This is an optimization exercise on Yosys and OpenROAD, whose aim is small area, a short achievable clock period and few clock cycles per item, not a production implementation. Where RTL was checked, it was by simulation tests only, not by an equivalence proof against the original. Power figures rest on the tool's default switching activity, not on a simulated workload.

== oak ==
// cnn_top
module cnn_top (
	input  wire         clk,
	input  wire         reset_b,
	input  wire         run,
	output logic        busy,
	output logic [11:0] in_rd_addr,
	input  wire  [15:0] in_rd_data,
	output logic [11:0] weights_rd_addr,
	input  wire  [15:0] weights_rd_data,
	output logic [28:0] out_wr
);
	localparam int DRAIN_CYC = 5;
	logic        st_sz0, st_sz1, st_first, st_fetch, st_drain;
	logic [11:0] colptr;    
	logic [11:0] cn;        
	logic [5:0]  hw;        
	logic [1:0]  r;         
	logic        r3;        
	logic [5:0]  mcnt;      
	logic [5:0]  pcnt;      
	logic        mlast;     
	logic        plast;     
	logic        mfirst;    
	logic [2:0]  dcnt;
	logic [15:0] rdata_q;   
	logic        is_end;
	logic        step_end, img_end;
	logic [11:0] a_int, a_next;
	logic        trig_a, trig_b, trig_c;
	logic        last_a, last_b, last_c;
	assign is_end   = (rdata_q == 16'hFFFF);
	assign step_end = st_fetch && r3;
  ...
Size in the first run: about 2,600 cells after synthesis, roughly 520 flip-flops, ~89 I/O pins, about 31,000 um2 of cells after synthesis.
==> flow/config.mk <==
export PLATFORM = sky130hd
export DESIGN_NAME = cnn_top
export DESIGN_NICKNAME = cnn_top
export VERILOG_FILES = /design/flow/design.v
export SDC_FILE = /design/flow/constraint.sdc
export NUM_CORES = 4
export LEC_CHECK = 0
export CAP_MARGIN = 50
export CORE_MARGIN = 2
export CORE_UTILIZATION = 50
export SETUP_SLACK_MARGIN = 5
export SLEW_MARGIN = 80
export SYNTH_HIERARCHICAL = 1
==> flow/constraint.sdc <==
create_clock -name core_clock -period 10.0 [get_ports {clk}]
set_input_delay 2.0000 -clock core_clock [delete_from_list [all_inputs] [get_ports {clk}]]
set_output_delay 2.0000 -clock core_clock [all_outputs]
set_load 0.01 [all_outputs]
run.sh (not shown) runs the stock make flow with config.mk's settings and CLKGATE_MAP_FILE= SYNTH_SCRIPT=/design/flow/synth_recipe.tcl, a recipe that flattens the netlist after the stock synthesis.
The flow did not stop early for oak: all stages ran, and the layout cleared the timing, DRC and antenna checks.
The following lists how pine was set up differently from oak:
- a change of SLEW_MARGIN from 80 to 70
- a change of CAP_MARGIN from 50 to 20
### Flow results
pine vs. oak: number of pins with negative max-slew slack in the final report barely changed, sequential fraction of total cell area climbed 0.89 points. Measured against each other, pine and oak differ in fraction of the cycle the final worst path needs, the higher figure coming from oak. Against oak, area taken by flip-flops and latches in pine fell slightly. Delta (pine minus oak): worst ir drop on vdd moved down; total power after layout decreased by 0.85% relative to the old numbers; number of buffers created by CTS went up by 1.9%; number of non-filler instances in the completed layout shows a reduction of 3.0%.
No functional check of the RTL was part of any run of this note.


cnn_top, a different RTL version from the one above (not shown whole).
Size: about 2700 cells after synthesis, ~590 flip-flops, ~33000 sq um of cells after synthesis.
==> flow/config.mk <==
export PLATFORM = sky130hd
export DESIGN_NAME = cnn_top
export DESIGN_NICKNAME = cnn_top
export VERILOG_FILES = /design/flow/design.v
export SDC_FILE = /design/flow/constraint.sdc
export NUM_CORES = 4
export LEC_CHECK = 0
export CAP_MARGIN = 20
export CORE_MARGIN = 2
export CORE_UTILIZATION = 60
export CTS_CLUSTER_DIAMETER = 80
export CTS_CLUSTER_SIZE = 24
export SLEW_MARGIN = 70
export SYNTH_HIERARCHICAL = 1
==> flow/constraint.sdc <==
create_clock -name core_clock -period 10.0 [get_ports {clk}]
set_input_delay 2.0000 -clock core_clock [delete_from_list [all_inputs] [get_ports {clk}]]
set_output_delay 2.0000 -clock core_clock [all_outputs]
set_load 0.01 [all_outputs]
standard.sh (not shown) runs the stock make flow with config.mk's settings and CLKGATE_MAP_FILE= SYNTH_SCRIPT=/design/flow/synth_recipe.tcl, a recipe that flattens the netlist after the stock synthesis.
==> flow/flow/run.sh <==
#!/bin/bash
set -euo pipefail
cd "$(dirname "$0")/.."
export SETUP_SLACK_MARGIN=6.95
export BUFFER_PORTS_ARGS="-buffer_cell sky130_fd_sc_hd__buf_2"
bash standard.sh > flow_make.log 2>&1
Next try:
==> flow/flow/run.sh (replaced) <==
#!/bin/bash
set -euo pipefail
cd "$(dirname "$0")/.."
export SETUP_SLACK_MARGIN=6.8
export BUFFER_PORTS_ARGS="-buffer_cell sky130_fd_sc_hd__buf_2"
bash standard.sh > flow_make.log 2>&1
Sequential power barely changes.
Utilization shrinks by 0.67 points.
Non-clock buffer count shrinks by 13.
Routed wire length shrinks slightly.
Final cell count shrinks slightly.
No run of this note included a check of the RTL's function; only the layout flow was run.


Setup of job 8129:
Another version of the RTL of cnn_top (not shown whole).
Size in the first run: roughly 550 flip-flops, ~89 I/O pins, roughly 31,000 sq um of cells after synthesis.
export LEC_CHECK = 0
export CAP_MARGIN = 20
export CORE_MARGIN = 2
export CORE_UTILIZATION = 50
export SETUP_SLACK_MARGIN = 5
export SLEW_MARGIN = 70
export SYNTH_HIERARCHICAL = 1
create_clock -name core_clock -period 10.0 [get_ports {clk}]
run.sh (not shown) runs the stock make flow with config.mk's settings and CLKGATE_MAP_FILE= SYNTH_SCRIPT=/design/flow/synth_recipe.tcl, a recipe that flattens the netlist after the stock synthesis.
Stock flow here: none of the scripts above is used.
Testbench counts of job 8129, summed over its fixed seeds: cycles 144,886, items 32,549.
Relative to job 8129, the following input files were edited for job 6425:
Settings: CTS_BUF_LIST now sky130_fd_sc_hd__clkbuf_8, previously not set.
Results
Relative to job 8129, the share of post-route cells with drive strength above 1 of job 6425 is higher by 1.1 points. Delta (job 6425 minus job 8129): number of nets in the layout increased by 33 relative to the old numbers, register-to-register slack closely matched the old numbers, final period demand of the worst path increased by 0.046 ns relative to the old numbers, detailed-routing iteration count for the pre-antenna-repair pass decreased by 2 relative to the old numbers, stage delay of the slowest cell on the critical path closely matched the old numbers. Measured against each other, job 6425 and job 8129 differ in total met3 wirelength after detailed routing, the higher figure coming from job 6425.


== build 6 ==
cnn_top, a different RTL version from the one above (not shown whole).
Size: roughly 2700 cells after synthesis, roughly 580 flip-flops.
// cnn_top
module cnn_top (
	input  wire         clk,
	input  wire         reset_b,
	input  wire         run,
	output logic        busy,
	output logic [11:0] in_rd_addr,
	input  wire  [15:0] in_rd_data,
	output logic [11:0] weights_rd_addr,
	input  wire  [15:0] weights_rd_data,
	output logic [28:0] out_wr
);
Settings: LEC_CHECK=0, ABC_CLOCK_PERIOD_IN_PS=3000, CAP_MARGIN=20, CORE_MARGIN=2, CORE_UTILIZATION=60, CTS_CLUSTER_DIAMETER=80, CTS_CLUSTER_SIZE=24, SLEW_MARGIN=70, SYNTH_HIERARCHICAL=1; clock period 10.0 ns.
standard.sh (not shown) runs the stock make flow with config.mk's settings and CLKGATE_MAP_FILE= SYNTH_SCRIPT=/design/flow/synth_recipe.tcl, a recipe that flattens the netlist after the stock synthesis.
==> flow/flow/run.sh <==
#!/bin/bash
set -euo pipefail
cd "$(dirname "$0")/.."
export SETUP_SLACK_MARGIN=6.8
export BUFFER_PORTS_ARGS="-buffer_cell sky130_fd_sc_hd__buf_2"
bash standard.sh > flow_make.log 2>&1
No stage failed in build 6, and the final checks on the layout all came back clean.
Testbench counts of build 6, summed over its fixed seeds: cycles 144,886, items 32,549.
Setup changes, build 6 to build 48
Settings: clearing ABC_CLOCK_PERIOD_IN_PS, which used to be 3000; swapping 60 for 50 in CORE_UTILIZATION; putting TNS_END_PERCENT at 20 where nothing was set.
[summary]
Re proportion of synthesized chip area in sequential cells: no difference whatsoever between build 48 and build 6. The first-pass GRT wire length number comes out higher for build 48 vs build 6. | die height | higher: build 48 |. Final-layout clock-cell area share, build 6 and build 48: higher on build 48. Fmax on build 48 is down relative to build 6. Layout filler cell count in build 48 vs build 6: up about 30%. Sum of routed wire length over all layers was higher in the run labelled build 48. Build 6 has a lower final critical path time including I/O delays and setup than build 48. Sort build 6 and build 48 by fraction of area in registers, descending, and build 6 comes first.
Setup changes, build 48 to build 77
Settings: clearing TNS_END_PERCENT, which used to be 20.
==> notes.md <==
Clock skew essentially unchanged between build 77 and build 48. From build 48 to build 77 the numbers moved as follows: share of the cycle needed by the critical path after routing went down; peak supply drop rose by 0.0000057 V. On relative contribution of combinational cells to total power, build 48 and build 77 are basically level.


Another version of the RTL of cnn_top (not shown whole).
Size: ~550 flip-flops, ~89 I/O pins, about 31000 sq um of cells after synthesis.
Settings: LEC_CHECK=0, CAP_MARGIN=20, CORE_MARGIN=2, CORE_UTILIZATION=50, SLEW_MARGIN=70, SYNTH_HIERARCHICAL=1; clock period 10.0 ns.
==> flow/flow/run.sh <==
#!/bin/bash
set -euo pipefail
cd "$(dirname "$0")/.."
export SETUP_SLACK_MARGIN=6.5
bash standard.sh > flow_make.log 2>&1
Edit:
==> flow/run.sh (new file) <==
#!/bin/bash
# synth_recipe.tcl (not shown) runs the flow's synth.tcl, then flattens the netlist and writes it again
# the make line also repeats each setting of config.mk as NAME=value (left out here)
make -C /OpenROAD-flow-scripts/flow DESIGN_CONFIG=/design/flow/config.mk WORK_HOME=/design/flow/orfs CLKGATE_MAP_FILE= SYNTH_SCRIPT=/design/flow/synth_recipe.tcl finish
Settings changed: CORE_UTILIZATION 50 to 65, SETUP_SLACK_MARGIN set to 5.
removed: flow/flow/run.sh
removed: flow/standard.sh
Cell area fell by a few percent.
Total power fell slightly.
Wire length is about the same.
Via count fell slightly.
Combinational power fell by a few percent.
Global-route usage rose by 8.3 points.
Worst hold slack is better by 6.0 ps.
Die area fell by about a fifth.
Area after synthesis stays the same.
No run of this note included a check of the RTL's function; only the layout flow was run.


quartz:
cnn_top again, from the RTL that the note above started with.
clock: 10.0 ns
lec_check: 0
cap_margin: 20
core_margin: 2
core_utilization: 50
slew_margin: 70
synth_hierarchical: 1
==> flow/flow/run.sh <==
#!/bin/bash
set -euo pipefail
cd "$(dirname "$0")/.."
export SETUP_SLACK_MARGIN=7.5
bash standard.sh > flow_make.log 2>&1
> inputs changed (quartz -> yarrow)
# quartz
export LEC_CHECK = 0
export CAP_MARGIN = 20
export CORE_MARGIN = 2
export CORE_UTILIZATION = 50
export SLEW_MARGIN = 70
export SYNTH_HIERARCHICAL = 1
create_clock -name core_clock -period 10.0 [get_ports {clk}]
# yarrow
export LEC_CHECK = 0
export ABC_AREA = 1
export CAP_MARGIN = 20
export CORE_MARGIN = 2
export CORE_UTILIZATION = 50
export SETUP_SLACK_MARGIN = 5
export SLEW_MARGIN = 70
export SYNTH_HIERARCHICAL = 1
create_clock -name core_clock -period 10.0 [get_ports {clk}]
==> flow/run.sh (new file) <==
#!/bin/bash
# synth_recipe.tcl (not shown) runs the flow's synth.tcl, then flattens the netlist and writes it again
# the make line also repeats each setting of config.mk as NAME=value (left out here)
make -C /OpenROAD-flow-scripts/flow DESIGN_CONFIG=/design/flow/config.mk WORK_HOME=/design/flow/orfs CLKGATE_MAP_FILE= SYNTH_SCRIPT=/design/flow/synth_recipe.tcl finish
removed: flow/flow/run.sh
removed: flow/standard.sh
--- outcome ---
- yarrow vs. quartz: global-route wire length before repair went up by 2.8%.
- Between yarrow and quartz, it is yarrow whose final design utilization is lower, by 4.9 points.
- yarrow | stages: all done | timing, DRC, antenna: all pass
- Relative to quartz, synthesized cell count has increased by 482 in yarrow.
#### Input delta (xenon over yarrow)
# yarrow
export LEC_CHECK = 0
export ABC_AREA = 1
export CAP_MARGIN = 20
export CORE_MARGIN = 2
export CORE_UTILIZATION = 50
export SETUP_SLACK_MARGIN = 5
export SLEW_MARGIN = 70
export SYNTH_HIERARCHICAL = 1
create_clock -name core_clock -period 10.0 [get_ports {clk}]
# xenon
export LEC_CHECK = 0
export CAP_MARGIN = 20
export CORE_MARGIN = 2
export CORE_UTILIZATION = 50
export SLEW_MARGIN = 70
export SYNTH_HIERARCHICAL = 1
create_clock -name core_clock -period 10.0 [get_ports {clk}]
==> flow/flow/run.sh (new file) <==
#!/bin/bash
set -euo pipefail
cd "$(dirname "$0")/.."
export SETUP_SLACK_MARGIN=7.0
bash standard.sh > flow_make.log 2>&1
==> flow/standard.sh (new file) <==
#!/bin/bash
# synth_recipe.tcl (not shown) runs the flow's synth.tcl, then flattens the netlist and writes it again
# the make line also repeats each setting of config.mk as NAME=value (left out here)
make -C /OpenROAD-flow-scripts/flow DESIGN_CONFIG=/design/flow/config.mk WORK_HOME=/design/flow/orfs CLKGATE_MAP_FILE= SYNTH_SCRIPT=/design/flow/synth_recipe.tcl "${@:-finish}"
removed: flow/run.sh
Results
[compare] base=yarrow new=xenon: worst-case hold slack barely changed, sequential share of layout area decreased 1.4 points, number of cells traversed by the worst hold path ~0 delta.
xenon vs yarrow: wire length of the first global-routing pass down by a few percent
xenon vs. yarrow: synthesized-area fraction occupied by adder cells went up, fraction of the yosys area taken by sequential cells has increased, total wirelength of the detailed-routed design dropped about 7%.
For yarrow, the capture point of the critical path was weights_rd_addr[2], unlike xenon, where it was u_eng.q55$_DFF_P_.
From yarrow to xenon, number of sinks driven by the clock tree did not move at all.
Summary of xenon over yarrow: period utilization decreased 4.5 points, mux cell area share after synthesis increased 1.4 points, number of cells on the critical path increased 4.
Function was not checked in any run of this note: the RTL went through the layout flow alone.

separate check: timing with driven ports:
The results above use ideal ports. As a check the final layouts listed here were re-extracted and re-timed, cells and wires unchanged. Step 1: set_driving_cell puts a clkbuf_16 on clk and a buf_2 on each other input, an assumption about the parent block. Step 2 also shifts input and output timing later by t, the mid clock arrival at the registers, as if the neighbouring blocks saw the same clock. Three values: ideal, step 1, step 2; two values: the first two.
run | shift t [ns] | slack for setup (ns) | clock arrival spread, ns | worst register clock-pin slew, ns | pins driven straight from the clock port
oak | 0.661 | 5.617 / 5.617 / 5.617 | 0.029 / 0.029 | 0.07 / 0.07 | 1
pine | 0.665 | 5.899 / 5.899 / 5.899 | 0.031 / 0.031 | 0.07 / 0.07 | 1
the first run of note 2 | 0.635 | 6.961 / 6.898 / 6.888 | 0.030 / 0.030 | 0.10 / 0.10 | 1
the second run of note 2 | 0.636 | 6.922 / 6.859 / 6.885 | 0.034 / 0.034 | 0.10 / 0.10 | 1
job 8129 | 0.690 | 6.396 / 6.333 / 6.450 | 0.043 / 0.043 | 0.08 / 0.08 | 1
job 6425 | 0.738 | 6.350 / 6.288 / 6.462 | 0.037 / 0.037 | 0.07 / 0.07 | 1
build 6 | 0.627 | 6.910 / 6.847 / 6.865 | 0.028 / 0.028 | 0.10 / 0.10 | 1
build 48 | 0.649 | 6.829 / 6.813 / 6.829 | 0.027 / 0.026 | 0.09 / 0.09 | 1
build 77 | 0.650 | 6.874 / 6.811 / 6.832 | 0.027 / 0.026 | 0.09 / 0.09 | 1
the first run of note 5 | 0.669 | 6.534 / 6.492 / 6.525 | 0.045 / 0.045 | 0.08 / 0.08 | 1
the second run of note 5 | 0.670 | 6.216 / 6.159 / 6.365 | 0.043 / 0.043 | 0.08 / 0.08 | 1
quartz | 0.674 | 6.595 / 6.595 / 6.595 | 0.071 / 0.070 | 0.07 / 0.07 | 1
yarrow | 0.704 | 6.165 / 6.100 / 6.356 | 0.029 / 0.029 | 0.07 / 0.07 | 1
xenon | 0.696 | 6.617 / 6.617 / 6.483 | 0.033 / 0.033 | 0.07 / 0.07 | 1
After both steps setup and hold are still met in every run listed. For xenon, which loses most, drivers alone change the setup slack by 0.000 ns; drivers and shift together by -0.134 ns.
